Source: an optimization exercise on an open RTL-to-GDS flow (aim: small area). Production flows keep margins and buffers that such runs may drop.
At most, simulation tests tie the RTL to the original design; equivalence was not proved.
No functional check of the RTL was part of runs 2 to 5.
No activity file was given, so power comes from the tool's default toggle rates.

[flow/design.v]
module cluster_centroid_n #(
  parameter int IMG_WIDTH    = 640,
  parameter int IMG_HEIGHT   = 480,
  parameter int NUM_CLUSTERS = 3,
  parameter int COLOR_W      = 12,
  parameter int DIST_THRESH  = 64,
  parameter int MIN_COUNT    = 4,
  localparam int XW = $clog2(IMG_WIDTH),
  localparam int YW = $clog2(IMG_HEIGHT),
  localparam int IW = (NUM_CLUSTERS > 1) ? $clog2(NUM_CLUSTERS) : 1
) (
  input  logic                         clk,
  input  logic                         rst,
  input  logic signed [COLOR_W-1:0]    pixel_r,
  input  logic signed [COLOR_W-1:0]    pixel_g,
  input  logic signed [COLOR_W-1:0]    pixel_b,
  input  logic                         pixel_valid,
  input  logic [XW-1:0]                x,
  input  logic [YW-1:0]                y,
  input  logic                         ref_wr_en,
  input  logic [IW-1:0]                ref_wr_idx,
  input  logic signed [COLOR_W-1:0]    ref_wr_r,
  input  logic signed [COLOR_W-1:0]    ref_wr_g,
  input  logic signed [COLOR_W-1:0]    ref_wr_b,
  output logic [NUM_CLUSTERS*XW-1:0]   centroid_x,
  output logic [NUM_CLUSTERS*YW-1:0]   centroid_y,
  output logic [NUM_CLUSTERS-1:0]      found,
  output logic                         frame_done,
  output logic                         busy,
  output logic                         overrun
);
  localparam int CW    = $clog2(IMG_WIDTH * IMG_HEIGHT + 1);
  localparam int SUM_W = $clog2(IMG_WIDTH * IMG_WIDTH * IMG_HEIGHT);
  localparam int SW    = $clog2(2 * NUM_CLUSTERS + 1);
  localparam int BW    = $clog2(SUM_W);
  localparam int NDIV  = 2 * NUM_CLUSTERS;
  localparam int CH_W  = NDIV * SUM_W;            
  localparam logic [SW-1:0] LOAD_SEL = SW'(NDIV);
  localparam logic [BW-1:0] LAST_BIT = BW'(SUM_W - 1);
  function automatic logic [7:0] chan_dist(
    input logic [COLOR_W-1:0] a,
    input logic [COLOR_W-1:0] b
  );
    logic [6:0] u;
    logic [5:0] xu;
    logic c, cx, x0, x1, xm1, hz, hm;
    c = 1'b0;
    for (int i = 0; i < 7; i++) begin
      logic ai;
      ai = ~a[i];
      u[i] = ai ^ b[i] ^ c;
      c = (ai & b[i]) | (ai & c) | (b[i] & c);
    end
    cx = 1'b0;
    for (int i = 0; i < 6; i++) begin
      logic ai, bi;
      ai = ~a[i > 4 ? COLOR_W-1 : 7 + i];
      bi = b[i > 4 ? COLOR_W-1 : 7 + i];
      xu[i] = ai ^ bi ^ cx;
      cx = (ai & bi) | (ai & cx) | (bi & cx);
    end
    x0  = xu == '1;
    x1  = xu == 6'b111110;
    xm1 = xu == '0;
    hz  = c ? x1 : x0;    
    hm  = c ? x0 : xm1;   
    chan_dist = {(hz && (u[6] || u[5:0] == '1)) || (hm && !u[6]), ~u[6], u[5:0] ^ {6{u[6]}}};
  endfunction
  logic signed [COLOR_W-1:0] r_ref_r [NUM_CLUSTERS];
  logic signed [COLOR_W-1:0] r_ref_g [NUM_CLUSTERS];
  logic signed [COLOR_W-1:0] r_ref_b [NUM_CLUSTERS];
  logic [7:0]              w_d  [NUM_CLUSTERS];
  logic [NUM_CLUSTERS-1:0] w_in;
  logic [NUM_CLUSTERS-1:0] w_cls;
  logic [NUM_CLUSTERS-1:0] r_hit;
  logic                    r_eof, r_s2_eof;
  logic [XW-1:0]           r_x;
  logic [YW-1:0]           r_y;
  logic [CW-1:0]    r_cnt [NUM_CLUSTERS];
  logic [SUM_W-1:0] r_sx  [NUM_CLUSTERS];
  logic [SUM_W-1:0] r_sy  [NUM_CLUSTERS];
  logic [CW-1:0]    w_fin_cnt [NUM_CLUSTERS];
  logic [SUM_W-1:0] w_fin_sx  [NUM_CLUSTERS];
  logic [SUM_W-1:0] w_fin_sy  [NUM_CLUSTERS];
  logic [CW-1:0]    r_snap_cnt [NUM_CLUSTERS];
  logic [CH_W:0]    r_ch;
  logic [CH_W-1:0]  w_ch_load;
  logic             r_busy;
  logic [SW-1:0]    r_sel;
  logic [BW-1:0]    r_bit;
  logic [CW-1:0]    r_rem;
  logic             w_load, w_div, w_last, w_idle_nx, w_snap, w_ge;
  logic [CW-1:0]    w_divisor;
  logic [CW:0]      w_rem_sh;
  logic [CW-1:0]    w_rem_nx;
  logic [NUM_CLUSTERS*XW-1:0] r_centroid_x;
  logic [NUM_CLUSTERS*YW-1:0] r_centroid_y;
  logic [NUM_CLUSTERS-1:0]    r_found;
  logic                       r_frame_done, r_overrun;
  always_ff @(posedge clk) begin
    if (rst) begin
      for (int k = 0; k < NUM_CLUSTERS; k++) begin
        r_ref_r[k] <= COLOR_W'(50  + 450 * k);
        r_ref_g[k] <= COLOR_W'(100 + 450 * k);
        r_ref_b[k] <= COLOR_W'(150 + 450 * k);
      end
    end else begin
      for (int k = 0; k < NUM_CLUSTERS; k++) begin
        if (ref_wr_en && ref_wr_idx == IW'(k)) begin
          r_ref_r[k] <= ref_wr_r;
          r_ref_g[k] <= ref_wr_g;
          r_ref_b[k] <= ref_wr_b;
        end
      end
    end
  end
  always_comb begin
    for (int k = 0; k < NUM_CLUSTERS; k++) begin
      logic [7:0] dr, dg, db;
      dr = chan_dist(pixel_r, r_ref_r[k]);
      dg = chan_dist(pixel_g, r_ref_g[k]);
      db = chan_dist(pixel_b, r_ref_b[k]);
      w_d[k]  = 8'(dr[5:0]) + 8'(dg[5:0]) + 8'(db[5:0]) + 8'(dr[6]) + 8'(dg[6]) + 8'(db[6]);
      w_in[k] = dr[7] && dg[7] && db[7] && w_d[k] <= 8'(DIST_THRESH);
    end
  end
  always_comb begin
    logic le01, le02, le12;
    le01 = w_d[0][6:0] <= w_d[1][6:0];
    le02 = w_d[0][6:0] <= w_d[2][6:0];
    le12 = w_d[1][6:0] <= w_d[2][6:0];
    w_cls[0] = w_in[0] && (!w_in[1] || le01) && (!w_in[2] || le02);
    w_cls[1] = w_in[1] && !(w_in[0] && le01) && (!w_in[2] || le12);
    w_cls[2] = w_in[2] && !(w_in[0] && le02) && !(w_in[1] && le12);
  end
  always_ff @(posedge clk) begin
    r_hit    <= (rst || !pixel_valid) ? '0 : w_cls;
    r_eof    <= !rst && pixel_valid && x == XW'(IMG_WIDTH - 1) && y == YW'(IMG_HEIGHT - 1);
    r_s2_eof <= !rst && r_eof;
    r_x      <= x;
    r_y      <= y;
  end
  function automatic logic [SUM_W-1:0] acc_add(
    input logic [SUM_W-1:0] acc,
    input logic [XW-1:0]    v
  );
    logic [SUM_W-1:0] r;
    logic c;
    c = 1'b0;
    for (int i = 0; i < XW; i++) begin
      r[i] = acc[i] ^ v[i] ^ c;
      c = (acc[i] & v[i]) | (acc[i] & c) | (v[i] & c);
    end
    for (int i = XW; i < SUM_W; i++) begin
      if (i == (XW + SUM_W) / 2) c = c & (&acc[(XW + SUM_W) / 2 - 1:XW]);
      r[i] = acc[i] ^ c;
      if (i != (XW + SUM_W) / 2 - 1) c = acc[i] & c;
    end
    acc_add = r;
  endfunction
  always_comb begin
    for (int k = 0; k < NUM_CLUSTERS; k++) begin
      logic c;
      c = r_hit[k];
      for (int i = 0; i < CW; i++) begin
        w_fin_cnt[k][i] = r_cnt[k][i] ^ c;
        c = r_cnt[k][i] & c;
      end
      w_fin_sx[k] = acc_add(r_sx[k], r_hit[k] ? r_x : '0);
      w_fin_sy[k] = acc_add(r_sy[k], r_hit[k] ? XW'(r_y) : '0);
    end
  end
  always_ff @(posedge clk) begin
    for (int k = 0; k < NUM_CLUSTERS; k++) begin
      if (rst || r_eof) begin
        r_cnt[k] <= '0;
        r_sx[k]  <= '0;
        r_sy[k]  <= '0;
      end else begin
        r_cnt[k] <= w_fin_cnt[k];
        r_sx[k]  <= w_fin_sx[k];
        r_sy[k]  <= w_fin_sy[k];
      end
    end
  end
  assign w_load    = r_busy && r_sel == LOAD_SEL;
  assign w_div     = r_busy && !w_load;
  assign w_last    = r_bit == LAST_BIT;
  assign w_idle_nx = (!r_busy && !r_s2_eof) || w_load;
  assign w_snap    = r_eof && w_idle_nx;
  always_comb begin
    for (int k = 0; k < NUM_CLUSTERS; k++) begin
      w_ch_load[CH_W - (2*k+1)*SUM_W +: SUM_W] = w_fin_sx[k];
      w_ch_load[CH_W - (2*k+2)*SUM_W +: SUM_W] = w_fin_sy[k];
    end
  end
  always_comb begin
    logic [CW:0] nd, diff, d0, d1;
    logic c, c0, c1;
    w_divisor = r_snap_cnt[r_sel >> 1];
    w_rem_sh  = {r_rem, r_ch[CH_W]};
    nd = ~{1'b0, w_divisor};
    c  = 1'b1;
    for (int i = 0; i < CW/2; i++) begin
      diff[i] = w_rem_sh[i] ^ nd[i] ^ c;
      c = (w_rem_sh[i] & nd[i]) | (w_rem_sh[i] & c) | (nd[i] & c);
    end
    c0 = 1'b0;
    c1 = 1'b1;
    for (int i = CW/2; i <= CW; i++) begin
      d0[i] = w_rem_sh[i] ^ nd[i] ^ c0;
      c0 = (w_rem_sh[i] & nd[i]) | (w_rem_sh[i] & c0) | (nd[i] & c0);
      d1[i] = w_rem_sh[i] ^ nd[i] ^ c1;
      c1 = (w_rem_sh[i] & nd[i]) | (w_rem_sh[i] & c1) | (nd[i] & c1);
    end
    for (int i = CW/2; i <= CW; i++) diff[i] = c ? d1[i] : d0[i];
    d0[CW/2-1:0] = '0;
    d1[CW/2-1:0] = '0;
    w_ge     = c ? c1 : c0;
    w_rem_nx = w_ge ? diff[CW-1:0] : w_rem_sh[CW-1:0];
  end
  always_ff @(posedge clk) begin
    r_ch[CH_W] <= r_ch[CH_W-1];
    if (w_snap) r_ch[CH_W-1:0] <= w_ch_load;
    else        r_ch[CH_W-1:0] <= {r_ch[CH_W-2:0], w_ge};
    r_rem <= (!w_div || w_last) ? '0 : w_rem_nx;
    if (w_snap)
      for (int k = 0; k < NUM_CLUSTERS; k++) r_snap_cnt[k] <= w_fin_cnt[k];
  end
  always_ff @(posedge clk) begin
    if (rst) begin
      r_busy       <= 1'b0;
      r_sel        <= '0;
      r_bit        <= '0;
      r_frame_done <= 1'b0;
      r_overrun    <= 1'b0;
      r_found      <= '0;
      r_centroid_x <= '0;
      r_centroid_y <= '0;
    end else begin
      r_frame_done <= w_load;
      if (r_s2_eof && r_busy) r_overrun <= 1'b1;
      if (!r_busy) begin
        if (r_s2_eof) begin
          r_busy <= 1'b1;
          r_sel  <= '0;
          r_bit  <= '0;
        end
      end else if (w_load) begin
        r_busy <= 1'b0;
        for (int k = 0; k < NUM_CLUSTERS; k++) begin
          r_found[k] <= r_snap_cnt[k] >= CW'(MIN_COUNT);
          if (r_snap_cnt[k] >= CW'(MIN_COUNT)) begin
            r_centroid_x[k*XW +: XW] <= r_ch[CH_W - (2*k+1)*SUM_W +: XW];
            r_centroid_y[k*YW +: YW] <= r_ch[CH_W - (2*k+2)*SUM_W +: YW];
          end
        end
      end else if (w_last) begin
        r_bit <= '0;
        r_sel <= r_sel + SW'(1);
      end else begin
        r_bit <= r_bit + BW'(1);
      end
    end
  end
  assign centroid_x = r_centroid_x;
  assign centroid_y = r_centroid_y;
  assign found      = r_found;
  assign frame_done = r_frame_done;
  assign busy       = r_busy;
  assign overrun    = r_overrun;
endmodule
[flow/flow/run.sh]
#!/bin/bash
# The standard layout, with the smallest buffer on the input and output ports
# and the synthesis buffers taken out before placement.
set -euo pipefail
export BUFFER_PORTS_ARGS="-buffer_cell sky130_fd_sc_hd__buf_1"
export REMOVE_ABC_BUFFERS=1
bash standard.sh > flow_make.log 2>&1
[flow/standard.sh]
#!/bin/bash
# synth_recipe.tcl (not shown) runs the flow's synth.tcl, then flattens the netlist and writes it again
# the make line also repeats each setting of config.mk as NAME=value (left out here)
make -C /OpenROAD-flow-scripts/flow DESIGN_CONFIG=/design/flow/config.mk WORK_HOME=/design/flow/orfs CLKGATE_MAP_FILE= SYNTH_SCRIPT=/design/flow/synth_recipe.tcl "${@:-finish}"
[flow/config.mk]
export PLATFORM = sky130hd
export DESIGN_NAME = cluster_centroid_n
export DESIGN_NICKNAME = cluster_centroid_n
export VERILOG_FILES = /design/flow/design.v
export SDC_FILE = /design/flow/constraint.sdc
export NUM_CORES = 4
export LEC_CHECK = 0
export CAP_MARGIN = 20
export CORE_MARGIN = 2
export CORE_UTILIZATION = 60
export CTS_CLUSTER_DIAMETER = 90
export CTS_CLUSTER_SIZE = 26
export GPL_TIMING_DRIVEN = 0
export PLACE_DENSITY = 0.8
export SLEW_MARGIN = 20
[flow/constraint.sdc]
create_clock -name core_clock -period 8.0 [get_ports {clk}]
set_input_delay 1.6000 -clock core_clock [delete_from_list [all_inputs] [get_ports {clk}]]
set_output_delay 1.6000 -clock core_clock [all_outputs]
set_load 0.01 [all_outputs]
==> run summary, run 1 <==
Setup path
The worst setup path startpoint is pixel_g[0]. The flop-to-flop setup slack is 0.29 ns. The worst endpoint required time is 8.53 ns. STA classifies the critical path endpoint as a flop.

The type of the worst setup path is in -> reg. The capture point of the critical path is r_hit[0]. The critical path arrival is between 8 and 9 ns.

The maximum net fanout on the critical path is 12. STA classifies the critical path startpoint as a primary input. The startpoint identified for the worst register-to-register timing path is r_hit[1].

In this run the critical register-to-register path is captured at r_ch[110]. The count of cells along the worst register-to-register path is 32.

Yosys
The number of synthesized flops with an enable pin is 57. In this run, synthesis produced a sequential element count of approximately 670. The number of distinct library cell variants in the gate-level netlist after synthesis is 73. The fraction of the yosys area taken by sequential cells is 0.4528. The fraction of registers with async set or reset after synthesis is 0. After synthesis, the cell types taking the most area are dfxtp_1, fa_1, ha_1. The average instance in the mapped netlist occupies 11.05 sq um. The cell type with the highest aggregate area in the netlist is dfxtp_1. In the synthesized netlist the dominant register cell turns out to be dfxtp_1. During synthesis, Yosys emitted a total of 12 warnings. The cell area that synthesis handed to floorplanning was 0.03101 sq mm.

The share of synthesized area in the top cell type comes to 0.3976. The gate count after technology mapping is 2807.

Layout
The final net count is roughly 3400. In the layout the commonest cells are dfxtp_1, nand2_1, and2_1. Measured on the finished design, the core utilization comes to 0.6569. The most common cell after layout, fill and taps aside is dfxtp_1. Compared with the post-synthesis result, the final layout area differs by 8.452%. In the final layout, the share of cells above drive strength 1 is 0.1100.

STA
The ratio of final minimum period to clock period is 0.9658. The worst pin sits at a relative slew slack of 0.3548. The clock arrives with 0.03608 ns of skew. The total count of hold-check failures in the final report is 0.

The final count of pins violating max slew is 0. At the pin with the least slew margin, the transition time is 0.9677 ns. The final setup violation count is 0. The post-route minimum period is 7.727 ns. The maximum clock frequency is 0.1294 GHz.

Placement
The number of buffers inserted by port buffering is 159. The wire-length estimate of the detail-placed layout is 50300 microns. The placer's final routability congestion estimate is 0.8892.

Floorplanning
The starting utilization of the core area is 0.6057. The boundary pin count is 160. Measured along the x axis, the die boundary spans ~230 microns. The core region is 0.05120 sq mm.

From bottom edge to top edge, the die measures around 230 microns. The floorplan row count is 83. The die outline area is 0.05352 sq mm.

Clock network
The root buffer cell is clkbuf_16. Buffers inserted during clock tree synthesis total 30. TritonCTS built the clock tree.

The clock sink count is 673. The maximum count of clock buffers along a single path is 3. CTS built an H-tree with a depth of 1. The number of buffers inserted by hold repair at cts is 0. For the worst-skew pair, the clock arrives at the later sink with an insertion delay of 0.64 ns.

The clock-pin slew of the registers on the worst-case setup and hold paths is 0.10 ns.

Worst hold path
The path class of the tightest hold or removal check is reg -> reg.

Power and ir drop
The worst voltage drop across the vdd grid is 0.3997 mV. For this design the static power due to leakage is 15.04 nW. Dividing total power by cell area gives a power density of 267.8 mW/mm^2. Power comes to 9.008 mW.

Global routing
The first global-routing pass estimated 108000 microns of wire. The initial antenna violation count was 2. The aggregate global routing overflow is 0.

The largest net degree at the start of global routing is 110. For this run, the total global-route usage over all layers was measured as 0.2512. The number of global-route vias before repair was 20930.

Routing
In this run the remaining antenna-violating nets after routing total 0. After detailed routing, the average wire length per cell comes to 18.70 microns. The number of remaining DRC errors is 0. The ratio of routed vias to standard cells is ~5.6. The count of routing violations after the opening detailed-route iteration is roughly 1400. The number of search-and-repair iterations in the first detailed-routing pass is 6.

The total detailed-routing wirelength is 67680 microns. The final route contains ~20000 vias.

Outcome
The flow ran to the end and the layout has no timing, DRC or antenna violations.

Flow run
The tool flagged a number of max-cap violations equal to 0.
[cell usage after synthesis, drive strengths merged, types with 3 or more instances]
cell / n
nand2: 277
nor4b: 7
o21bai: 8
and4b: 6
nor2: 124
o31ai: 5
a211oi: 12
o21ai: 50
a31o: 4
o21a: 7
or4: 6
and2: 266
inv: 162
mux2i: 61
buf: 19
a21oi: 121
or3: 7
clkbuf: 101
o41ai: 4
nand3: 12
a2111oi: 4
fa: 167
a221o: 16
xor2: 23
nor3: 17
dfxtp: 616
nand4: 28
ha: 251
a22oi: 5
nor4: 14
edfxtp: 57
mux2: 152
nand3b: 39
nor2b: 12
nand2b: 6
nand4b: 9
a211o: 10
a31oi: 4
xnor2: 67
or2: 5
a21o: 13
o211ai: 3
[cell type report]
cell class	count	area, sq um
clock inverters	4	58.81
clock buffers	39	794.5
multi-input cells	1852	16110
repair buffers	207	1141
fillers	3825	17560
flip-flops and latches	673	14050
diodes	2	5.005
well taps	680	850.8
inverters	162	615.6
[report_power, final]
part	leakage [nW]	internal [mW]	switching, mW
clock network	0.413	0.711	1.05
logic	8.99	1.61	2.21
registers	5.64	3.42	0.0211
[logic make-up after synthesis]
kind of cell / Yosys count / share of synthesized area
simple gates: 844 / 0.1412
flops: 673 / 0.4528
fa+ha+maj: 420 / 0.2097
compound gates: 285 / 0.06076
buf+inv: 282 / 0.03514
mux: 213 / 0.07488
xor+xnor: 90 / 0.02542
[how the worst min path moves through the flow]
stage,start,endpoint,cells after the start
after global placement,r_ch[167],r_ch[168],0
after detailed placement,r_ch[167],r_ch[168],0
after floorplan,r_ch[167],r_ch[168],0
after CTS,r_ch[167],r_ch[168],0
after global routing,r_ch[167],r_ch[168],0
final,r_ch[167],r_ch[168],0
[worst max-delay path: stages]
cell       delay [ns]
buf_1            0.06
inv_1            0.07
ha_1             0.20
inv_1            0.06
fa_1             0.15
inv_1            0.05
fa_1             0.38
fa_1             0.40
fa_1             0.40
fa_1             0.40
fa_2             0.79
xor2_1           0.38
fa_1             0.49
inv_1            0.07
ha_1             0.24
fa_1             0.41
a21o_1           0.21
a21oi_2          0.17
o21bai_1         0.08
a21oi_1          0.19
xnor2_1          0.25
ha_1             0.32
nand4_1          0.11
o21ai_0          0.11
o22ai_1          0.23
nor2b_1          0.10
a2111oi_2        0.34
[sequential cells by signal, summed over array words and instances (netlist names), 3 cells and up]
| register | cells |
|---|---|
| r_ref_b | 36 |
| r_cnt | 57 |
| r_found | 3 |
| r_sy | 84 |
| r_centroid_y | 27 |
| r_ref_g | 36 |
| r_sx | 84 |
| r_rem | 19 |
| r_centroid_x | 30 |
| r_ch | 169 |
| r_hit | 3 |
| r_sel | 3 |
| r_snap_cnt | 57 |
| r_ref_r | 36 |
| r_x | 10 |
| r_bit | 5 |
| r_y | 9 |
[layer usage]
metal | vias up | wire length, microns | track usage
li1 | 9648 | - | -
met1 | 10010 | 30040 | 0.3383
met2 | 524 | 32360 | 0.4275
met3 | 112 | 3054 | 0.02485
met4 | 0 | 2232 | 0.08044
met5 | - | 0 | 0
[timing repair]
action,in CTS,in global routing
setup endpoints to repair,41,50
gates resized for setup,19,45
pin swaps,2,9
endpoints found under the hold margin,0,0
buffers inserted,3,13
[metrics by stage]
step,cell area (sq um),worst slack (ns),hold WS [ns],std cells,TNS [ns]
after detailed placement,32460,-0.7211,0.3132,3558,-11.02
after global placement,31980,-15.49,0.3136,3526,-3258.49
after floorplan,30530,0.08900,0.3096,2687,0
final,33630,0.2732,0.3348,3619,0
after global routing,33630,-0.01707,0.3483,3618,-0.02215
after CTS,33380,0.002082,0.3369,3604,0
==> run 2, diff against run 1 <==
--- a/flow/design.v
+++ b/flow/design.v
@@ -39,36 +39,34 @@
   localparam logic [BW-1:0] LAST_BIT = BW'(SUM_W - 1);
   function automatic logic [7:0] chan_dist(
     input logic [COLOR_W-1:0] a,
-    input logic [COLOR_W-1:0] b
+    input logic [COLOR_W-1:0] nb
   );
-    logic [6:0] u;
-    logic [5:0] xu;
+    logic [6:0] l;
+    logic [5:0] xh;
     logic c, cx, x0, x1, xm1, hz, hm;
-    c = 1'b0;
+    c = 1'b1;
     for (int i = 0; i < 7; i++) begin
-      logic ai;
-      ai = ~a[i];
-      u[i] = ai ^ b[i] ^ c;
-      c = (ai & b[i]) | (ai & c) | (b[i] & c);
-    end
-    cx = 1'b0;
+      l[i] = a[i] ^ nb[i] ^ c;
+      c = (a[i] & nb[i]) | (a[i] & c) | (nb[i] & c);
+    end
+    cx = 1'b1;
     for (int i = 0; i < 6; i++) begin
       logic ai, bi;
-      ai = ~a[i > 4 ? COLOR_W-1 : 7 + i];
-      bi = b[i > 4 ? COLOR_W-1 : 7 + i];
-      xu[i] = ai ^ bi ^ cx;
+      ai = a[i > 4 ? COLOR_W-1 : 7 + i];
+      bi = nb[i > 4 ? COLOR_W-1 : 7 + i];
+      xh[i] = ai ^ bi ^ cx;
       cx = (ai & bi) | (ai & cx) | (bi & cx);
     end
-    x0  = xu == '1;
-    x1  = xu == 6'b111110;
-    xm1 = xu == '0;
-    hz  = c ? x1 : x0;    
-    hm  = c ? x0 : xm1;   
-    chan_dist = {(hz && (u[6] || u[5:0] == '1)) || (hm && !u[6]), ~u[6], u[5:0] ^ {6{u[6]}}};
+    x0  = xh[5:1] == '0 && !xh[0];
+    x1  = xh[5:1] == '0 && xh[0];
+    xm1 = xh[5:1] == '1 && xh[0];
+    hz  = c ? x0 : x1;    
+    hm  = c ? xm1 : x0;   
+    chan_dist = {(hz && (!l[6] || l[5:0] == '0)) || (hm && l[6]), l[6], l[5:0] ^ {6{l[6]}}};
   endfunction
-  logic signed [COLOR_W-1:0] r_ref_r [NUM_CLUSTERS];
-  logic signed [COLOR_W-1:0] r_ref_g [NUM_CLUSTERS];
-  logic signed [COLOR_W-1:0] r_ref_b [NUM_CLUSTERS];
+  logic [COLOR_W-1:0] r_ref_r [NUM_CLUSTERS];
+  logic [COLOR_W-1:0] r_ref_g [NUM_CLUSTERS];
+  logic [COLOR_W-1:0] r_ref_b [NUM_CLUSTERS];
   logic [7:0]              w_d  [NUM_CLUSTERS];
   logic [NUM_CLUSTERS-1:0] w_in;
   logic [NUM_CLUSTERS-1:0] w_cls;
@@ -100,16 +98,16 @@
   always_ff @(posedge clk) begin
     if (rst) begin
       for (int k = 0; k < NUM_CLUSTERS; k++) begin
-        r_ref_r[k] <= COLOR_W'(50  + 450 * k);
-        r_ref_g[k] <= COLOR_W'(100 + 450 * k);
-        r_ref_b[k] <= COLOR_W'(150 + 450 * k);
+        r_ref_r[k] <= ~COLOR_W'(50  + 450 * k);
+        r_ref_g[k] <= ~COLOR_W'(100 + 450 * k);
+        r_ref_b[k] <= ~COLOR_W'(150 + 450 * k);
       end
     end else begin
       for (int k = 0; k < NUM_CLUSTERS; k++) begin
         if (ref_wr_en && ref_wr_idx == IW'(k)) begin
-          r_ref_r[k] <= ref_wr_r;
-          r_ref_g[k] <= ref_wr_g;
-          r_ref_b[k] <= ref_wr_b;
+          r_ref_r[k] <= ~ref_wr_r;
+          r_ref_g[k] <= ~ref_wr_g;
+          r_ref_b[k] <= ~ref_wr_b;
         end
       end
     end
==> flow/run.sh (new file) <==
#!/bin/bash
# synth_recipe.tcl (not shown) runs the flow's synth.tcl, then flattens the netlist and writes it again
# the make line also repeats each setting of config.mk as NAME=value (left out here)
make -C /OpenROAD-flow-scripts/flow DESIGN_CONFIG=/design/flow/config.mk WORK_HOME=/design/flow/orfs CLKGATE_MAP_FILE= SYNTH_SCRIPT=/design/flow/synth_recipe.tcl finish
--- a/flow/config.mk
+++ b/flow/config.mk
@@ -8,8 +8,7 @@
 export CAP_MARGIN = 20
 export CORE_MARGIN = 2
 export CORE_UTILIZATION = 60
-export CTS_CLUSTER_DIAMETER = 90
-export CTS_CLUSTER_SIZE = 26
+export CTS_CLUSTER_DIAMETER = 100
+export CTS_CLUSTER_SIZE = 30
 export GPL_TIMING_DRIVEN = 0
-export PLACE_DENSITY = 0.8
 export SLEW_MARGIN = 20
removed: flow/flow/run.sh
removed: flow/standard.sh
==> run 2 against run 1 <==
- flip-flop and latch count did not move
- non-clock buffer count up 109
- clock skew down 0.018 ns
- first-iteration DRC count is 17% lower
- largest cell class unchanged
- count of clock-buffer cells in the layout shrank 6
- synthesized area about the same
- power rose by 20%
- utilization is 3.4 points higher
- critical endpoint is now r_hit[2]
- sequential power hardly changed
==> run summary, run 2 <==
Layout
In the final layout, the registers with the most flip-flops are r_ch: 169 flops, r_sx: 84 flops, r_sy: 84 flops. In the final design database the tool counted roughly 3500 nets. The fraction of layout cells with a size suffix above 1 is 0.1370. Leaving out fill and tap cells, the most frequent cell in the layout is dfxtp_1. The largest register by flop count is r_ch.

The number of fill cells in the layout is about 4000. The repair_antennas step left the layout with diodes totalling 0. After routing the design area is ~0.035 sq mm. The register with the most flip-flops in the layout has 169 of them. The final cell count without fillers is 3665. Relative to the synthesized area, the layout overhead comes to 14.09%.

Leaving out fill and tap cells, the most frequent cells in the layout are dfxtp_1, and2_1, ha_1.

STA
The final count of pins violating max slew is 0. The total count of hold-check failures in the final report is 0. The worst pin sits at a relative slew slack of 0.2514. In the final timing run, aggregate negative setup slack is 0 ns. The post-route minimum period is 7.871 ns.

The ratio of final minimum period to clock period is 0.9838. For the final database, setup skew stands at 0.01795 ns. The actual slew at the worst max-slew pin is 1.123 ns. The final setup violation count is 0. The maximum clock frequency is 0.1271 GHz. Setup repair after global routing could not meet its margin everywhere.

Setup path
The critical path startpoint category is a primary input. The worst endpoint required time is 8.51 ns. The critical path in this run is classified as in -> reg.

STA classifies the critical path endpoint as a flop. Data on the critical path arrives at its endpoint at between 8 and 9 ns. The maximum net fanout on the critical path is 6.

Flow run
The number of max-capacitance violations reported is 0.

Floorplanning
Pin placement for this block handled 160 I/O pins. Measured along the x axis, the die boundary spans 231.3 microns. The floorplan die height is 231.3 microns. The placeable core area is ~0.051 sq mm. The floorplan row count is 83.

The starting utilization of the core area is 0.6057. The die covers about 0.054 sq mm.

Routing
After detailed routing, the number of remaining DRC violations is 0. Wires add up to 73280 microns. The pre-antenna-repair detailed-routing pass consisted of 7 iterations. The ratio of routed vias to standard cells is 5.556. The detail route stage leaves a number of antenna-violating nets equal to 0.

The routed layout has slightly above 20000 vias. For this block, the initial DRC count from the detailed router was 1119. Dividing the detail-routed wire length by the instance count gives 19.99 microns.

Clock network
The tree is rooted in a clkbuf_16. The clock tree from TritonCTS is built. No sink is reached through more buffers than the 3 on the longest clock path. Buffers inserted during clock tree synthesis total 26. For the worst-skew pair, the clock arrives at the later sink with an insertion delay of 0.60 ns. Hold repair after CTS inserted 0 buffers. The count of H-tree levels built during CTS is 1. Clock-pin slew was measured on the worst setup and hold paths at 0.12 ns.

The clock sink count is around 670.

Global routing
The number of global-route vias before repair is 21140. The first global-routing pass estimated around 110000 microns of wire. Across every metal layer, demand over resource in global routing totals 0.2764.

The largest net degree at the start of global routing is 32. The initial antenna violation count is 2. The aggregate global routing overflow is 0.

Outcome
The flow ran to the end and the layout has no timing, DRC or antenna violations.

Yosys
Of the synthesized area, sequential elements account for 0.4529. The main flop type after synthesis is dfxtp_1. The number of warnings printed during yosys synthesis is 12. The number of synthesized flops with an enable pin is 57. In the synthesized netlist, the cells that appear most often are dfxtp_1, and2_1, ha_1, nor2_1, inv_1. Of the post-synthesis cell area, the dominant cell type holds 0.3977.

After synthesis, the mean cell area works out to 11.28 sq um. The synthesized design spends more area on one cell type than any other, namely dfxtp_1.

Synthesis inferred about 670 register bits. The gate count after technology mapping is 2749. The library cell with the highest instance count after synthesis is dfxtp_1. For this run, asynchronously set or reset flops after synthesis account for 0. In the post-synthesis netlist, the biggest area contributors are dfxtp_1, fa_1, ha_1. The netlist area before placement is slightly above 0.03 sq mm. Counting distinct cell types in the post-synthesis netlist gives 68.

Placement
Port buffering added 159 buffers. In this run, placement finished with an instance count of 3590. Summing all placed instances gives a cell area of 0.03356 sq mm. At the end of routability-driven placement, the weighted congestion stood at 0.9373. Once detailed placement completed, the half-perimeter wirelength came to roughly 57000 microns.

Power and ir drop
The worst voltage drop across the vdd grid is 0.4923 mV. In this run the power density over the cells is 304.6 mW/mm^2. The leakage power total is 15.81 nW.

Worst hold path
The classification of the worst-slack hold path is reg -> reg.
run 2: changes by cell type in the layout (fill, tap and decap cells not counted), moves of 18 or more:
| cell | change |
|---|---|
| a211o_1 | +33 |
| clkdlybuf4s50_1 | +158 |
| buf_1 | -157 |
| a21oi_1 | -82 |
| nand3b_1 | -36 |
| nand2_1 | -222 |
| fa_2 | +34 |
| a211oi_1 | +63 |
| buf_4 | +18 |
| fa_1 | -34 |
| clkbuf_1 | +87 |
| inv_1 | +56 |
| nor2_1 | +104 |
run 2: worst paths after layout:
kind / end / depth (start not counted) / from / slack, ns
min: r_ch[168] / 0 / r_ch[167] / 0.34
max: r_hit[2] / 27 / pixel_g[0] / 0.13
max reg2reg: r_ch[166] / 32 / r_hit[0] / 0.29
min reg2reg: r_ch[168] / 0 / r_ch[167] / 0.34
run 2: cell families (layout without fill, tap and decap cells):
kind of cell | after synthesis | after routing | share of synthesized area
AO/OA/AOI/OAI | 301 | 301 | 0.07126
XOR/XNOR | 92 | 92 | 0.02598
adder cells (fa/ha/maj) | 418 | 418 | 0.2091
buffers and inverters | 338 | 574 | 0.04180
flip-flops | 673 | 673 | 0.4529
multiplexers | 226 | 226 | 0.07908
AND/OR/NAND/NOR | 701 | 701 | 0.1199
run 2: cell type report:
type / instances / area (sq um) / area share
tap: 680 / 850.8 / 0.02405
clock inverter: 3 / 43.79 / 0.001238
inverter: 222 / 833.3 / 0.02355
multi-input combinational: 1738 / 16380 / 0.4631
timing repair buffer: 204 / 1972 / 0.05574
buffer: 112 / 533.0 / 0.01507
sequential: 673 / 14050 / 0.3973
clock buffer: 33 / 708.2 / 0.02002
run 2: critical path, cell delays in order:
cell             delay [ns]
clkdlybuf4s50_1        0.47
inv_2                  0.07
ha_1                   0.21
fa_2                   0.34
fa_2                   0.34
fa_2                   0.35
fa_2                   0.38
fa_2                   0.39
fa_1                   0.46
clkbuf_8               0.19
xnor2_4                0.15
fa_1                   0.51
inv_1                  0.06
ha_4                   0.24
ha_1                   0.32
a211oi_2               0.20
o21bai_1               0.11
a21oi_2                0.18
xor2_1                 0.22
inv_1                  0.07
ha_1                   0.31
nor2b_1                0.13
o21ai_0                0.13
o21ai_1                0.08
o22a_1                 0.22
or4_1                  0.48
o2111a_1               0.12
run 2: what timing repair did:
item	4_1_cts	5_1_grt
pin swaps	15	61
resized for setup	75	94
endpoints found under the setup margin	42	37
setup buffers	18	25
run 2: through the flow:
stage | util | hold slack, ns | worst slack [ns] | power (mW)
6_report | 0.6910 | 0.3371 | 0.1292 | 10.77
5_1_grt | 0.6910 | 0.3474 | -0.05510 | 11.49
4_1_cts | 0.6785 | 0.3388 | 0.002021 | 9.580
3_5_place_dp | 0.6554 | 0.3121 | -1.106 | 7.602
3_3_place_gp | 0.6546 | 0.3126 | -1.055 | 7.427
2_1_floorplan | - | 0.3096 | 0.01232 | 6.593
run 2: layer usage:
layer / track usage / share of wire / vias up
li1: - / - / 9722
met1: 0.3445 / 0.42 / 10010
met3: 0.04847 / 0.055 / 151
met4: 0.09456 / 0.036 / 2
met5: 0 / 0.00018 / -
met2: 0.4833 / 0.49 / 480
run 2: power by group:
group / internal, mW / total, mW / switching [mW]
Combinational: 2.81 / 5.66 / 2.86
Clock: 0.664 / 1.66 / 1.00
Sequential: 3.42 / 3.45 / 0.0218
==> run 3, diff against run 2 <==
==> flow/flow/run.sh (new file) <==
#!/bin/bash
# The standard layout, with the smallest buffer on the input and output ports.
set -euo pipefail
export BUFFER_PORTS_ARGS="-buffer_cell sky130_fd_sc_hd__buf_1"
bash standard.sh > flow_make.log 2>&1
==> flow/standard.sh (new file) <==
#!/bin/bash
# synth_recipe.tcl (not shown) runs the flow's synth.tcl, then flattens the netlist and writes it again
# the make line also repeats each setting of config.mk as NAME=value (left out here)
make -C /OpenROAD-flow-scripts/flow DESIGN_CONFIG=/design/flow/config.mk WORK_HOME=/design/flow/orfs CLKGATE_MAP_FILE= SYNTH_SCRIPT=/design/flow/synth_recipe.tcl "${@:-finish}"
removed: flow/run.sh
==> run 3 against run 2 <==
- critical path depth stayed put
- hold slack better by 0.00075 ns
- via count is 0.58% lower
- clock skew is 0.00051 ns lower
- critical path type unchanged
- utilization is 3.3 points lower
- largest cell class unchanged
- non-clock buffer count is 24 lower
- sequential share of layout area is 2.0 points higher
- first-iteration DRC count is 4.3% higher
- flip-flop and latch count stayed put
- clock power hardly changed
- critical endpoint is now r_hit[0]
- largest power group unchanged
==> run summary, run 3 <==
Setup path
The critical path arrival is roughly 8.3 ns. The largest single stage delay on the critical path is between 0.5 and 0.6 ns. The most prevalent standard cell on the critical path is fa_1. The worst register-to-register path begins at r_hit[2]. STA classifies the critical path endpoint as a flop. The critical path startpoint category is a primary input. The number of cells on the worst reg-to-reg path is 33.

On the critical path, the stage with the largest delay is an instance of fa_1. The worst flop-to-flop path endpoint is r_ch[54]. The type of the worst setup path is in -> reg. The worst endpoint required time is 8.51 ns. The flop-to-flop setup slack is 0.31 ns. The maximum net fanout on the critical path is 10.

Floorplanning
160 I/O pins were placed. The die covers 0.05352 sq mm. The width of the chip is 231.3 microns. The starting utilization of the core area is 0.6057. The region available for standard cell placement spans between 0.05 and 0.06 sq mm. The initialized floorplan defines slightly above 80 standard-cell rows. The floorplan step set the die height to 231.3 microns.

Layout
The sequential cell area is 0.01405 sq mm. The area growth from synthesis to layout is 8.695%. The most common cell after layout, fill and taps aside is dfxtp_1. Once layout is complete, the cells apart from fillers number 3640. Ranked by flip-flop count, first place goes to r_ch. In the final layout, the multi-input gates occupy 0.01596 sq mm. The layout has 4160 filler cells.

The number of antenna diodes in the final layout is 0. The library cells used most frequently in the layout, excluding fill and tap cells, are dfxtp_1, and2_1, ha_1. The largest registers in the layout are r_ch: 169 flops, r_sx: 84 flops, r_sy: 84 flops. The register with the most flip-flops in the layout has 169 of them. Of the cells placed in the final design, the portion with a size suffix greater than 1 is 0.1091. The final net count is 3468.

Power and ir drop
The relative contribution of the clock network to total power is 0.170. The worst-case IR drop observed on VDD is about 0.55 mV. The net switching power of the design is 3.592 mW. Internal power comes to about 6.0 mW. For this design the ratio of total power to cell area is roughly 290 mW/mm^2.

Of the total power, combinational logic draws 0.472. In this run the static leakage power is 15.20 nW. The power share of the sequential group is 0.358. Of the total power, the share spent switching nets is 0.3729.

STA
At the pin with the least slew margin, the transition time is 1.100 ns. The worst pin sits at a relative slew slack of 0.2670. In the post-route analysis, the smallest setup slack over all paths is 0.1721 ns. The post-route minimum period is 7.828 ns. Setup violations remaining at the end of the flow were counted as 0. The final count of pins violating max slew is 0. In the final timing run, aggregate negative setup slack is 0 ns. Setup repair after global routing could not meet its margin everywhere.

The clock arrives with 0.01744 ns of skew. On the final layout, the worst hold slack is 0.3378 ns. Of the available clock period, the critical path in the final layout requires 0.9785. The total count of hold-check failures in the final report is 0. Static timing analysis puts the maximum clock frequency at 0.1277 GHz.

Yosys
After synthesis, the share of flip-flops with an asynchronous set or reset is 0. Yosys mapped the design onto between 60 and 70 distinct sky130hd cell types. The number of synthesized flops with an enable pin is 57. The largest total area in the synthesized netlist belongs to dfxtp_1. After synthesis, the most frequently instantiated cells are dfxtp_1, and2_1, ha_1, nor2_1, inv_1. Averaged over all synthesized cells, the footprint is 11.28 sq um. The Yosys step of the flow raised 12 warnings. The library cell with the highest instance count after synthesis is dfxtp_1. Sorting the synthesized cells by area gives the leading types as dfxtp_1, fa_1, ha_1. Among all flip-flop cells after synthesis, the most frequent one is dfxtp_1.

The gate count after technology mapping is 2749. The netlist area before placement is 0.03101 sq mm. The count of state elements after synthesis is 673. The share of synthesized area in the top cell type comes to 0.3977. Of the synthesized area, sequential elements account for 0.4529.

Global routing
The initial antenna violation count came to 0. The number of global-route vias before repair is about 21000. The aggregate global routing overflow is 0. Entering global routing, the biggest net connects 32 pins. The global-route wire length before repair is 114100 microns. The global router's overall resource usage is 0.2758.

Clock network
After clock tree synthesis, the clock-pin slew on the worst setup and hold paths is about 0.12 ns. Clock latency on the worst-skew pair, taken at its later pin, is 0.61 ns. CTS built an H-tree with a depth of 1. The tree is rooted in a clkbuf_16. The number of clock buffers inserted by TritonCTS is 26. The maximum count of clock buffers along a single path is 3. TritonCTS built the clock tree. The clock sink count is 673.

Routing
The first detailed-routing pass took 6 iterations. For this block, the routed nets add up to 73040 microns of wire. After detailed routing, the average wire length per cell comes to 20.07 microns. After detailed routing, the number of vias per cell comes to 5.562. The total number of vias is 20240. After detailed routing, the number of remaining DRC violations is 0. The count of routing violations after the opening detailed-route iteration is between 1000 and 1500. The number of nets still failing antenna checks after routing is 0.

Worst hold path
The tightest min-delay check is of the reg -> reg type. The worst min-delay path startpoint is r_ch[167]. The worst hold path was traced through 0 stages. For hold timing, the worst endpoint is r_ch[168].

Flow run
The number of max-capacitance violations reported is 0.

Placement
The number of placed instances, taps included, is 3590. The estimated wirelength of the detail-placed design is 57530 microns. The placer's final routability congestion estimate is 0.9674.

The setup slack after placement is -0.7226 ns. The number of buffers inserted by port buffering is 159.

Outcome
The flow ran to the end and the layout has no timing, DRC or antenna violations.
## run 3: cell counts after synthesis
Identical to the previous run, type by type.
## run 3: worst max-delay path, delay by kind of cell
family,cells,cell delay (ns)
AOI/OAI and AO/OA,7,1.32
xor gates and xnor gates,2,0.32
adders and majority gates,11,4.28
buffers and inverters,4,0.43
and+or+nand+nor,3,0.37
## run 3: cell type report
cell class              count  area share
well taps                 680     0.02524
repair buffers            179     0.02335
multi-input cells        1738      0.4734
clock buffers              31     0.02049
clock inverters             4   0.0007424
flip-flops and latches    673      0.4170
plain buffers             113     0.01511
inverters                 222     0.02472
## run 3: power groups by stage
stage	logic [mW]	clock network [mW]	registers [mW]
4_1_cts	4.24	1.68	3.45
3_5_place_dp	4.12	0	3.52
6_report	4.55	1.64	3.45
2_1_floorplan	3.08	0	3.51
5_1_grt	5.08	1.80	3.45
3_3_place_gp	3.89	0	3.52
## run 3: worst max-delay path by stage
stage / start / endpoint / slack [ns] / cells after the start
floorplan: pixel_r[0] / r_hit[2] / 0.01 / 25
global placement: r_hit[2] / r_ch[55] / -0.71 / 34
detailed placement: pixel_b[0] / r_hit[0] / -0.72 / 27
CTS: r_hit[0] / r_ch[139] / 0.003 / 31
global route: pixel_g[0] / r_hit[0] / -0.09 / 27
finish: pixel_g[0] / r_hit[0] / 0.17 / 27
## run 3: through the flow
step | utilization | area (sq um) | total power [mW]
finish | 0.6583 | 33710 | 9.633
detailed placement | 0.6364 | 32580 | 7.645
CTS | 0.6527 | 33420 | 9.371
global placement | 0.6352 | 32520 | 7.414
global route | 0.6583 | 33710 | 10.33
floorplan | - | 31070 | 6.593
## run 3: repair_timing
item,4_1_cts,5_1_grt
pin swaps,5,17
gates resized for setup,29,69
buffers inserted,6,12
hold buffers,0,0
setup endpoints to repair,39,33
## run 3: layer usage
| layer | track usage | part of all wire | wire length (microns) |
|---|---|---|---|
| met1 | 0.3588 | 0.43 | 31470 |
| met3 | 0.03568 | 0.049 | 3573 |
| met2 | 0.4816 | 0.49 | 35970 |
| met5 | 0 | 0 | 0 |
| met4 | 0.07903 | 0.028 | 2026 |
## run 3: cells by family after synthesis
group,synth area share
AO/OA/AOI/OAI,0.07126
AND/OR/NAND/NOR,0.1199
adder cells (fa/ha/maj),0.2091
flip-flops,0.4529
buffers and inverters,0.04180
multiplexers,0.07908
XOR/XNOR,0.02598
==> run 4, diff against run 3 <==
==> flow/flow/run.sh (replaced) <==
#!/bin/bash
# The standard layout, with the smallest buffer on the input and output ports
# and the synthesis buffers taken out before placement.
set -euo pipefail
export BUFFER_PORTS_ARGS="-buffer_cell sky130_fd_sc_hd__buf_1"
export REMOVE_ABC_BUFFERS=1
bash standard.sh > flow_make.log 2>&1
--- a/flow/config.mk
+++ b/flow/config.mk
@@ -7,7 +7,7 @@
 export LEC_CHECK = 0
 export CAP_MARGIN = 20
 export CORE_MARGIN = 2
-export CORE_UTILIZATION = 60
+export CORE_UTILIZATION = 70
 export CTS_CLUSTER_DIAMETER = 100
 export CTS_CLUSTER_SIZE = 30
 export GPL_TIMING_DRIVEN = 0
==> run 4 against run 3 <==
- still clean
- via count down 2.4%
- flip-flop and latch count unchanged
- sequential power about the same
- synthesized area unchanged
- register-to-register slack worse by 0.02 ns
- critical path type unchanged
- largest cell class unchanged
==> run summary, run 4 <==
Outcome
The run finished with no timing, DRC or antenna violations.

Placement
The total placed instance area is 0.03239 sq mm. Port buffering added roughly 160 buffers. The HPWL after detailed placement is around 48000 microns. In this run, placement finished with an instance count of 3420. The placer's final routability congestion estimate is 0.8853.

STA
The worst hold slack is between 0.3 and 0.4 ns. Between clock sinks in the finished design, the worst skew comes to 0.02523 ns. The smallest clock period supported by the final layout is computed as 7.840 ns. The final count of pins violating max slew came to 0. The actual slew at the worst max-slew pin is 0.8821 ns. The max-slew headroom at the worst pin is 0.4120.

Setup repair after global routing could not meet its margin everywhere. Derived from the worst setup path, the maximum achievable clock frequency is 0.1276 GHz. Of the available clock period, the critical path in the final layout requires 0.9800. The total count of hold-check failures in the final report is 0.

The final setup violation count is 0.

Layout
Summing all flip-flop and latch instances after layout gives roughly 0.014 sq mm. The top cell types in the final layout, fill and taps aside, are dfxtp_1, and2_1, ha_1. The area growth from synthesis to layout is 8.739%. In the final layout, the registers with the most flip-flops are r_ch: 169 flops, r_sx: 84 flops, r_sy: 84 flops. The fraction of layout cells with a size suffix above 1 is 0.1222. The area taken by multi-input logic gates is about 0.016 sq mm. The utilization after layout is 0.7675. The most common cell after layout, fill and taps aside is dfxtp_1. The largest register by flop count is r_ch. The final cell count without fillers is 3490. Counting the fill cells in the layout gives 3002. The final net count is between 3000 and 4000. The summed area of non-filler cells in the final layout is 0.03372 sq mm.

The flip-flop count of the largest register, all copies and words added is 169.

Setup path
The most prevalent standard cell on the critical path is fa_1. The critical path startpoint category is a primary input. The number of buffers and inverters on the critical path is 4. The worst setup path startpoint is pixel_r[0].

The reg-to-reg critical path startpoint is r_hit[0]. In this design, the stage delay of the slowest critical-path cell is a little over 0.6 ns. The slowest stage of the critical path is the fa_2 cell.

The critical path arrival is 8.36 ns. On the critical path the largest part of the delay comes from adder cells. STA classifies the critical path endpoint as a flop. The maximum net fanout on the critical path is 3. Data on the critical path is required at its endpoint by 8.52 ns. The type of the worst setup path is in -> reg.

Yosys
In this run, distinct cell masters in the synthesized netlist total 68. By area the synthesized netlist is led by dfxtp_1, fa_1, ha_1. Of the total synthesized cell area, the portion taken by AND, OR, NAND and NOR gates is 0.1199. The fraction of registers with async set or reset after synthesis is 0. The share of synthesized area in the top cell type comes to 0.3977. Among all cell types in the netlist, the one instantiated most often is dfxtp_1. The synthesized-area fraction occupied by xor and xnor cells is 0.02598. After synthesis the netlist holds a flip-flop and latch count of 673. The portion of synthesized area spent on multiplexers is 0.07908. The main flop type after synthesis is dfxtp_1. Of all cell types, the one taking the most synthesized area is dfxtp_1. Yosys printed 12 warnings. Synthesis produced about 2700 cells. After synthesis, the largest family of logic cells by area is adder cells. The complex-gate fraction of the synthesized area is 0.07126. Of the synthesized area, sequential elements account for 0.4529. The fraction of the mapped netlist area in adder cells is 0.2091. By count the netlist is led by dfxtp_1, and2_1, ha_1, nor2_1, inv_1. In this run the mean area of a mapped cell was 11.28 sq um. The number of synthesized flops with an enable pin is 57. In this run the cell area of the synthesized design comes to 0.03101 sq mm.

Routing
In this run the remaining antenna-violating nets after routing total 0. The first detailed-routing pass ran for 5 iterations. The count of routing violations after the opening detailed-route iteration is roughly 1200. The average wire per standard cell is 18.32 microns. For this run, design rule violations remaining after detail routing come to 0. The routed design has 63930 microns of wire. The ratio of routed vias to standard cells is between 5 and 6. The total number of vias is 19760.

Clock network
The count of H-tree levels built during CTS is 1. The maximum count of clock buffers along a single path is 3. The clock sink count is 673. Clock tree synthesis inserted a total of 27 buffers.

TritonCTS built the clock tree. The root buffer cell is clkbuf_16. The clock latency reported for the late side of the worst-skew pair is 0.63 ns. After clock tree synthesis, the flow added hold-fix buffers numbering 0.

After clock tree synthesis, the clock-pin slew on the worst setup and hold paths is 0.11 ns.

Global routing
Entering global routing, the biggest net connects 105 pins. The number of global-route vias before repair is a little over 20000. In the global route stage, overall resource usage came out at 0.2813. After global routing the overflow that remains totals 0. The global-route wire length before repair is between 100000 and 150000 microns.

The initial antenna violation count is 2.

Floorplanning
The width of the chip is about 210 microns. After floorplanning, the core was divided into 77 placement rows. The floorplan step defined a die boundary enclosing 0.04600 sq mm. The region available for standard cell placement spans 0.04393 sq mm. The floorplan die height is around 210 microns. 160 I/O pins were placed.

The starting utilization of the core area is 0.7059.

Flow run
The number of max-capacitance violations reported is 0.

Worst hold path
The startpoint identified for the worst hold timing path is r_ch[167]. The classification of the worst-slack hold path is reg -> reg.

Power and ir drop
In this run the static leakage power is 15.26 nW. For this design the ratio of total power to cell area is 288.8 mW/mm^2. The completed layout was analyzed and its total power is 9.740 mW. The worst voltage drop across the vdd grid is 0.4300 mV.
run 4: cell count changes in the layout (fill, tap and decap cells not counted), sizes merged:
cell    previous run  this run
diode              0         2
clkinv             3         2
inv              223       224
buf              201       223
clkbuf           122        36
run 4: timing repair:
| action | 4_1_cts | 5_1_grt |
|---|---|---|
| gates resized for setup | 33 | 54 |
| pin swaps | 6 | 19 |
| setup endpoints to repair | 44 | 33 |
| setup buffers | 15 | 13 |
run 4: per-stage QoR:
step                setup WS, ns  setup TNS, ns
global placement          -16.33       -3438.90
detailed placement       -0.9924         -11.25
global route            -0.05862       -0.06326
finish                    0.1600              0
CTS                     0.006422              0
floorplan                -0.2859        -0.3503
run 4: power by group:
group	leakage (nW)	internal [mW]	switching [mW]
sequential	5.64	3.42	0.0214
combinational	9.24	2.03	2.57
clock	0.384	0.656	1.05
run 4: worst paths after layout:
check | endpoint | slack, ns | cells past startpoint
setup / recovery | r_hit[2] | 0.16 | 26
hold / removal | r_ch[168] | 0.37 | 0
setup reg to reg | r_ch[139] | 0.29 | 31
hold reg to reg | r_ch[168] | 0.37 | 0
run 4: final cells by class:
type / count / area share
Antenna cell: 2 / 0.0001484
Clock buffer: 36 / 0.02134
Clock inverter: 4 / 0.002301
Inverter: 222 / 0.02494
Multi-Input combinational cell: 1738 / 0.4747
Sequential cell: 673 / 0.4168
Tap cell: 592 / 0.02197
Timing Repair Buffer: 223 / 0.03785
run 4: worst register-to-register path: cells and delay by family, from the launching register on:
family / cells / cell delay, ns
XOR/XNOR: 1 / 0.19
adder cells (fa/ha/maj): 26 / 6.53
flip-flops: 1 / 0.40
AND/OR/NAND/NOR: 3 / 0.31
AO/OA/AOI/OAI: 1 / 0.12
run 4: routing by layer:
layer,share of wire,up-vias,GRT usage
met5,0,-,0
met4,0.030,0,0.08403
met3,0.049,114,0.03986
met2,0.48,426,0.4800
met1,0.44,9677,0.3751
li1,-,9541,-
run 4: logic make-up after synthesis:
family | count (synthesis)
simple gates | 701
flops | 673
fa+ha+maj | 418
buf+inv | 338
compound gates | 301
mux | 226
xor+xnor | 92
==> run 5, diff against run 4 <==
--- a/flow/config.mk
+++ b/flow/config.mk
@@ -7,8 +7,8 @@
 export LEC_CHECK = 0
 export CAP_MARGIN = 20
 export CORE_MARGIN = 2
-export CORE_UTILIZATION = 70
-export CTS_CLUSTER_DIAMETER = 100
-export CTS_CLUSTER_SIZE = 30
+export CORE_UTILIZATION = 60
+export CTS_CLUSTER_DIAMETER = 80
+export CTS_CLUSTER_SIZE = 24
 export GPL_TIMING_DRIVEN = 0
 export SLEW_MARGIN = 20
==> run 5 against run 4 <==
- largest cell class unchanged
- sequential power about the same
- critical path depth increased by 1
- synthesized area unchanged
- still clean on timing, DRC and antenna
- sequential share of layout area decreased by 0.71 points
==> run summary, run 5 <==
Outcome
The run finished with no timing, DRC or antenna violations.

Yosys
The share of the Yosys chip area taken by registers is 0.4529. By area the synthesized netlist is led by dfxtp_1, fa_1, ha_1. The area share of the largest cell type after synthesis is 0.3977.

The number of synthesized flops with an enable pin is 57. Counting flops with an async set or reset pin after synthesis yields a share of 0. After synthesis the cells add up to 0.03101 sq mm.

The per-instance average area after synthesis is 11.28 sq um. The commonest cells after synthesis are dfxtp_1, and2_1, ha_1, nor2_1, inv_1. The number of warnings printed during yosys synthesis is 12. The gate count after technology mapping is 2749.

In this run, distinct cell masters in the synthesized netlist total 68. The synthesized design contains 673 register bits. Summed over all instances, the cell type with the most area after synthesis is dfxtp_1. The most used flip-flop cell after synthesis is dfxtp_1. In the post-synthesis netlist, the cell with the most instances is dfxtp_1.

STA
The post-route minimum period is a little under 8 ns. The maximum clock frequency is 0.1281 GHz. The ratio of final minimum period to clock period is 0.9758. Setup violations remaining at the end of the flow were counted as 0. The actual slew at the worst max-slew pin is 0.8527 ns. Headroom to the max-slew limit came out at 0.4315. Setup slack on the critical path of the routed design comes to 0.1938 ns. The largest clock skew in the final design is 0.02386 ns. The final count of pins violating max slew was 0. The total count of hold-check failures in the final report is 0.

Hold timing on the final database bottoms out at a slack of 0.3492 ns.

Layout
The final net count is between 3000 and 4000. In the layout the commonest cells are dfxtp_1, and2_1, ha_1. The register with the most flip-flops in the layout has 169 of them. The finished layout holds 3597 standard cells, fillers aside. The utilization after layout is 0.6700.

The largest register by flop count is r_ch. The largest registers in the layout are r_ch: 169 flops, r_sx: 84 flops, r_sy: 84 flops. The library cell used most frequently in the layout, excluding fill and tap cells, is dfxtp_1. The fraction of layout cells with a size suffix above 1 is 0.1351. The area growth from synthesis to layout is 10.62%.

Routing
For this block, the initial DRC count from the detailed router was 999. In the routed design, unresolved DRC markers number 0. Using the TritonRoute via totals, the vias-per-cell ratio works out to 5.483. Once detail routing completed, the nets flagged for antenna violations numbered 0. For this block, the routed nets add up to between 60000 and 70000 microns of wire.

The number of search-and-repair iterations in the first detailed-routing pass is 5. The total number of vias is 19720. The average wire per standard cell is 18.23 microns.

Global routing
The initial antenna violation count is 2. The largest net degree at the start of global routing is 93. The number of global-route vias before repair came to 20060. The first global-routing pass estimated 104800 microns of wire. The total overflow left after global routing is 0. Across every metal layer, demand over resource in global routing totals 0.2481.

Setup path
The type of the worst setup path is in -> reg. The reg-to-reg critical path startpoint is r_hit[1]. The slowest stage of the critical path is the fa_2 cell.

The most numerous cell type found on the critical path is fa_1. The critical path arrival is 8.28 ns. The worst flop-to-flop path endpoint is r_ch[83]. In this design, the stage delay of the slowest critical-path cell is 0.58 ns. The worst setup path is launched from a primary input. The worst endpoint required time is 8.47 ns. The type of destination of the critical path is a flop.

In this run the register-to-register setup slack is 0.34 ns. In this run the worst path has a maximum fanout of 4. The count of cells along the worst register-to-register path is 31.

Worst hold path
The worst hold path was traced through 0 stages. The classification of the worst-slack hold path is reg -> reg. For hold timing, the worst endpoint is r_ch[168]. In this run the most critical hold path is launched from r_ch[167].

Floorplanning
After floorplanning, the core was divided into 83 placement rows. The starting utilization of the core area is 0.6057. The die is around 230 microns wide. The floorplan step defined a die boundary enclosing 0.05352 sq mm. The floorplan step defined a core boundary enclosing 0.05120 sq mm.

For this design the top-level I/O count stands at 160. From bottom edge to top edge, the die measures 231.3 microns.

Clock network
The clock latency reported for the late side of the worst-skew pair is about 0.58 ns. After clock tree synthesis, the clock-pin slew on the worst setup and hold paths is 0.09 ns. The clock passes through at most 3 buffers. The clock tree from TritonCTS is built. The count of H-tree levels built during CTS is 2. The number of buffers inserted by hold repair at cts is 0. TritonCTS created 37 clock buffers.

The clock sink count is 673. In this run the clock root is driven by a clkbuf_16.

Power and ir drop
After layout, the design draws a total of between 10 and 15 mW. The power density over the cells is 300.7 mW/mm^2. Across the VDD grid, the largest voltage drop is 0.4387 mV.

For this design the static power due to leakage is 15.50 nW.

Flow run
Across the run, the number of max-cap violations was 0.

Placement
Detailed placement finished with a half-perimeter wire length of 48340 microns. Port buffering added 159 buffers. In this run, placement finished with an instance count of 3509. The placer's final routability congestion estimate is 0.9133.

OpenSTA, run right after detailed placement, puts the worst setup slack at -1.079 ns.
-- run 5: cell types whose count changed in the layout (fill, tap and decap cells not counted), sizes merged --
cell    change
clkbuf      +9
clkinv      +1
buf         +6
inv         +4
diode       -1
-- run 5: how the worst max path moves through the flow --
stage | from | endpoint | slack, ns
after floorplan | pixel_g[0] | r_hit[2] | -0.29
after detailed placement | pixel_g[0] | r_hit[2] | -1.08
after global placement | rst | r_sx[0][8] | -19.26
final | pixel_r[0] | r_hit[2] | 0.19
after global routing | pixel_g[0] | r_hit[2] | -0.02
after CTS | pixel_r[0] | r_hit[2] | 0.006
-- run 5: kinds of logic after synthesis --
logic type / Yosys count / share of synthesized area
adders and majority gates: 418 / 0.2091
xor gates and xnor gates: 92 / 0.02598
DFF: 673 / 0.4529
muxes: 226 / 0.07908
buffers and inverters: 338 / 0.04180
AOI/OAI and AO/OA: 301 / 0.07126
and+or+nand+nor: 701 / 0.1199
-- run 5: final cells by class --
| cell class | count | area, sq um |
|---|---|---|
| Fill cell | 3995 | 16890 |
| Multi-Input combinational cell | 1738 | 16100 |
| Sequential cell | 673 | 14060 |
| Timing Repair Buffer | 229 | 1349 |
| Clock buffer | 45 | 997.2 |
| Tap cell | 680 | 850.8 |
| Inverter | 222 | 840.8 |
| Clock inverter | 9 | 103.9 |
| Antenna cell | 1 | 2.502 |
-- run 5: stage by stage --
step                setup TNS, ns  instance area, sq um
global placement         -4060.10                 31990
CTS                             0                 33910
detailed placement         -13.64                 32550
floorplan                 -0.3503                 30550
global route             -0.01854                 34300
finish                          0                 34300
-- run 5: critical path: cells and delay by family --
family / cells / cell delay (ns)
XOR/XNOR: 1 / 0.08
adder cells (fa/ha/maj): 11 / 4.11
AND/OR/NAND/NOR: 3 / 0.71
buffers and inverters: 6 / 0.60
AO/OA/AOI/OAI: 6 / 1.17
-- run 5: repair_timing --
| action | in CTS | in global routing |
|---|---|---|
| gates cloned | 0 | 0 |
| pin swaps | 11 | 17 |
| setup endpoints to repair | 46 | 34 |
| gates resized for setup | 28 | 73 |
| buffers inserted | 23 | 10 |
-- run 5: per-layer routing --
metal	track usage	routed length, microns
met1	0.3368	30040
met3	0.04097	3206
met2	0.4124	30840
met4	0.06613	1473
met5	0	0
-- run 5: power breakdown --
part,switching [mW],internal (mW),total (mW)
registers,0.0213,3.42,3.44
logic,2.69,2.14,4.84
clock network,1.13,0.911,2.04

[port drivers added, routing unchanged]
The flow's constraints put no driver on any port. The routed layouts listed below were extracted and timed again, unchanged, in two steps. Step 1: set_driving_cell puts a clkbuf_16 on clk and a buf_2 on each other input, an assumption about the parent block. Step 2 moves the port delays by t, midway between the first and last clock arrival at a register: inputs arrive t later, outputs are due t later. That takes back most of the time a late clock gives input paths. Three values: ideal, step 1, step 2; two values: the first two.
| run | t (ns) | setup slack, ns | latest minus earliest clock arrival (ns) | worst register clock-pin slew, ns |
|---|---|---|---|---|
| run 1 | 0.681 | 0.273 / 0.291 / -0.378 | 0.038 / 0.038 | 0.11 / 0.11 |
| run 2 | 0.649 | 0.129 / 0.165 / -0.484 | 0.019 / 0.018 | 0.12 / 0.12 |
| run 3 | 0.666 | 0.172 / 0.214 / -0.452 | 0.027 / 0.028 | 0.12 / 0.12 |
| run 4 | 0.673 | 0.160 / 0.194 / -0.480 | 0.025 / 0.025 | 0.12 / 0.12 |
| run 5 | 0.629 | 0.194 / 0.229 / -0.401 | 0.027 / 0.027 | 0.10 / 0.10 |
Met with ideal ports but missed after step 2: setup timing in every run listed. For run 1, which loses most, drivers alone change the setup slack by +0.018 ns; drivers and shift together by -0.651 ns.
